This is an optimization exercise on Yosys and OpenROAD, whose aim is small area, not a production implementation.
Only simulation tests tie the RTL to the original design; equivalence was not proved.
Power figures rest on the tool's default switching activity, not on a simulated workload.

## regfile_sb
module regfile_sb #(
  parameter int N  = 5,
  parameter int W  = 32,
  parameter int NR = 2
) (
  input  logic            clk,
  input  logic            rst,
  input  logic [NR*N-1:0] rd_addr,
  output logic [NR*W-1:0] rd_data,
  output logic [NR-1:0]   rd_ready,
  input  logic            we,
  input  logic [N-1:0]    wr_addr,
  input  logic [W-1:0]    wr_data,
  input  logic            alloc,
  input  logic [N-1:0]    alloc_addr,
  input  logic            clear_req,
  output logic            clear_busy,
  output logic            clear_done
);
export LEC_CHECK = 0
export CAP_MARGIN = 3
export CORE_MARGIN = 2
export CORE_UTILIZATION = 40
export PLACE_DENSITY = 0.75
export SETUP_SLACK_MARGIN = 0.3
export SLEW_MARGIN = 3
export SYNTH_HIERARCHICAL = 1
create_clock -name core_clock -period 6.5 [get_ports {clk}]
standard.sh (not shown) runs the stock make flow with config.mk's settings and CLKGATE_MAP_FILE= SYNTH_SCRIPT=/design/flow/synth_recipe.tcl, a recipe that flattens the netlist after the stock synthesis.
==> flow/flow/run.sh <==
#!/bin/bash
# Own layout flow: the standard flow (standard.sh), with these changes to the
# ORFS steps it runs:
#  - port buffers use the smallest buffer cell (every port still gets a buffer);
#  - clock tree synthesis clusters more sinks per buffer and inserts no dummy loads;
# Each tool's output goes to a log file of its own in this folder.
set -euo pipefail
export BUFFER_PORTS_ARGS="-buffer_cell sky130_fd_sc_hd__buf_1"
export CTS_ARGS="-sink_clustering_enable -repair_clock_nets -dont_use_dummy_load -sink_clustering_size 16 -sink_clustering_max_diameter 60 -buf_list sky130_fd_sc_hd__clkbuf_8"
bash standard.sh synth > synth.log 2>&1
bash standard.sh > layout.log 2>&1
Edit:
--- a/flow/flow/run.sh
+++ b/flow/flow/run.sh
@@ -8,3 +8,3 @@
 export BUFFER_PORTS_ARGS="-buffer_cell sky130_fd_sc_hd__buf_1"
-export CTS_ARGS="-sink_clustering_enable -repair_clock_nets -dont_use_dummy_load -sink_clustering_size 16 -sink_clustering_max_diameter 60 -buf_list sky130_fd_sc_hd__clkbuf_8"
+export CTS_ARGS="-sink_clustering_enable -repair_clock_nets -dont_use_dummy_load -sink_clustering_size 18 -sink_clustering_max_diameter 50 -buf_list sky130_fd_sc_hd__clkbuf_8"
 bash standard.sh synth > synth.log 2>&1
CAP_MARGIN = 10   (was 3)
PLACE_DENSITY = 0.8   (was 0.75)
SLEW_MARGIN = 10   (was 3)
What happened:
- setup slack improved by 0.021 ns
- cell count goes up by about 0.8%
- total power barely changes
- wire length went down by about 1%
Edit:
--- a/flow/flow/run.sh
+++ b/flow/flow/run.sh
@@ -8,3 +8,3 @@
 export BUFFER_PORTS_ARGS="-buffer_cell sky130_fd_sc_hd__buf_1"
-export CTS_ARGS="-sink_clustering_enable -repair_clock_nets -dont_use_dummy_load -sink_clustering_size 18 -sink_clustering_max_diameter 50 -buf_list sky130_fd_sc_hd__clkbuf_8"
+export CTS_ARGS="-sink_clustering_enable -repair_clock_nets -dont_use_dummy_load -sink_clustering_size 9 -sink_clustering_max_diameter 35 -buf_list sky130_fd_sc_hd__clkbuf_4"
 bash standard.sh synth > synth.log 2>&1
PLACE_DENSITY = 0.75   (was 0.8)
Global-route usage came out higher by 0.70 points.
Routed wire length came out higher by 1.6%.
Flip-flop and latch count does not change.
Die area is unchanged.
Via count came out lower by 0.49%.
Sequential power barely changes.
Combinational power stays flat.
Edit:
--- a/flow/flow/run.sh
+++ b/flow/flow/run.sh
@@ -8,3 +8,3 @@
 export BUFFER_PORTS_ARGS="-buffer_cell sky130_fd_sc_hd__buf_1"
-export CTS_ARGS="-sink_clustering_enable -repair_clock_nets -dont_use_dummy_load -sink_clustering_size 9 -sink_clustering_max_diameter 35 -buf_list sky130_fd_sc_hd__clkbuf_4"
+export CTS_ARGS="-sink_clustering_enable -repair_clock_nets -dont_use_dummy_load -sink_clustering_size 16 -sink_clustering_max_diameter 60 -buf_list sky130_fd_sc_hd__clkbuf_8"
 bash standard.sh synth > synth.log 2>&1
PLACE_DENSITY = not set   (was 0.75)
=> Design area hardly moves; hold slack hardly moves; worst setup slack gains 0.11 ns; sequential share of layout area shrinks by 0.13 points; total power grows by 0.61%; clock-buffer cell count shrinks by 67; synthesized area does not change; flip-flop and latch count is unchanged; critical path depth grows by 1.

-- static timing again, ports no longer ideal --
Ports are ideal in the flow. The routed layouts listed here were re-timed in OpenROAD. Step 1 assumes that a clkbuf_16 drives the clock port and a buf_2 every other input. Step 2, shift: input delay + t, output delay - t, t = (earliest + latest rising clock arrival at the registers) / 2. This alone moves slack from input paths to output paths. a / b / c = ideal ports / drivers / drivers and shift; a / b = the first two.
| run | t (ns) | setup WS [ns] | hold slack, ns | worst setup path at the end | worst data-port slew with drivers (ns) |
|---|---|---|---|---|---|
| the first run | 0.815 | 0.205 / 0.181 / 0.181 | 0.476 / 0.476 / 0.476 | input to output | 0.15 |
| the second run | 0.818 | 0.225 / 0.194 / 0.194 | 0.492 / 0.492 / 0.492 | input to output | 0.12 |
| the third run | 1.147 | 0.146 / 0.125 / 0.125 | 0.473 / 0.434 / 0.473 | input to output | 0.16 |
| the fourth run | 0.820 | 0.255 / 0.234 / 0.234 | 0.471 / 0.471 / 0.471 | input to output | 0.09 |
After both steps setup and hold are still met in every run listed. The setup slack of the second run, which loses most, moves by -0.031 ns with the drivers and by -0.031 ns with both steps.
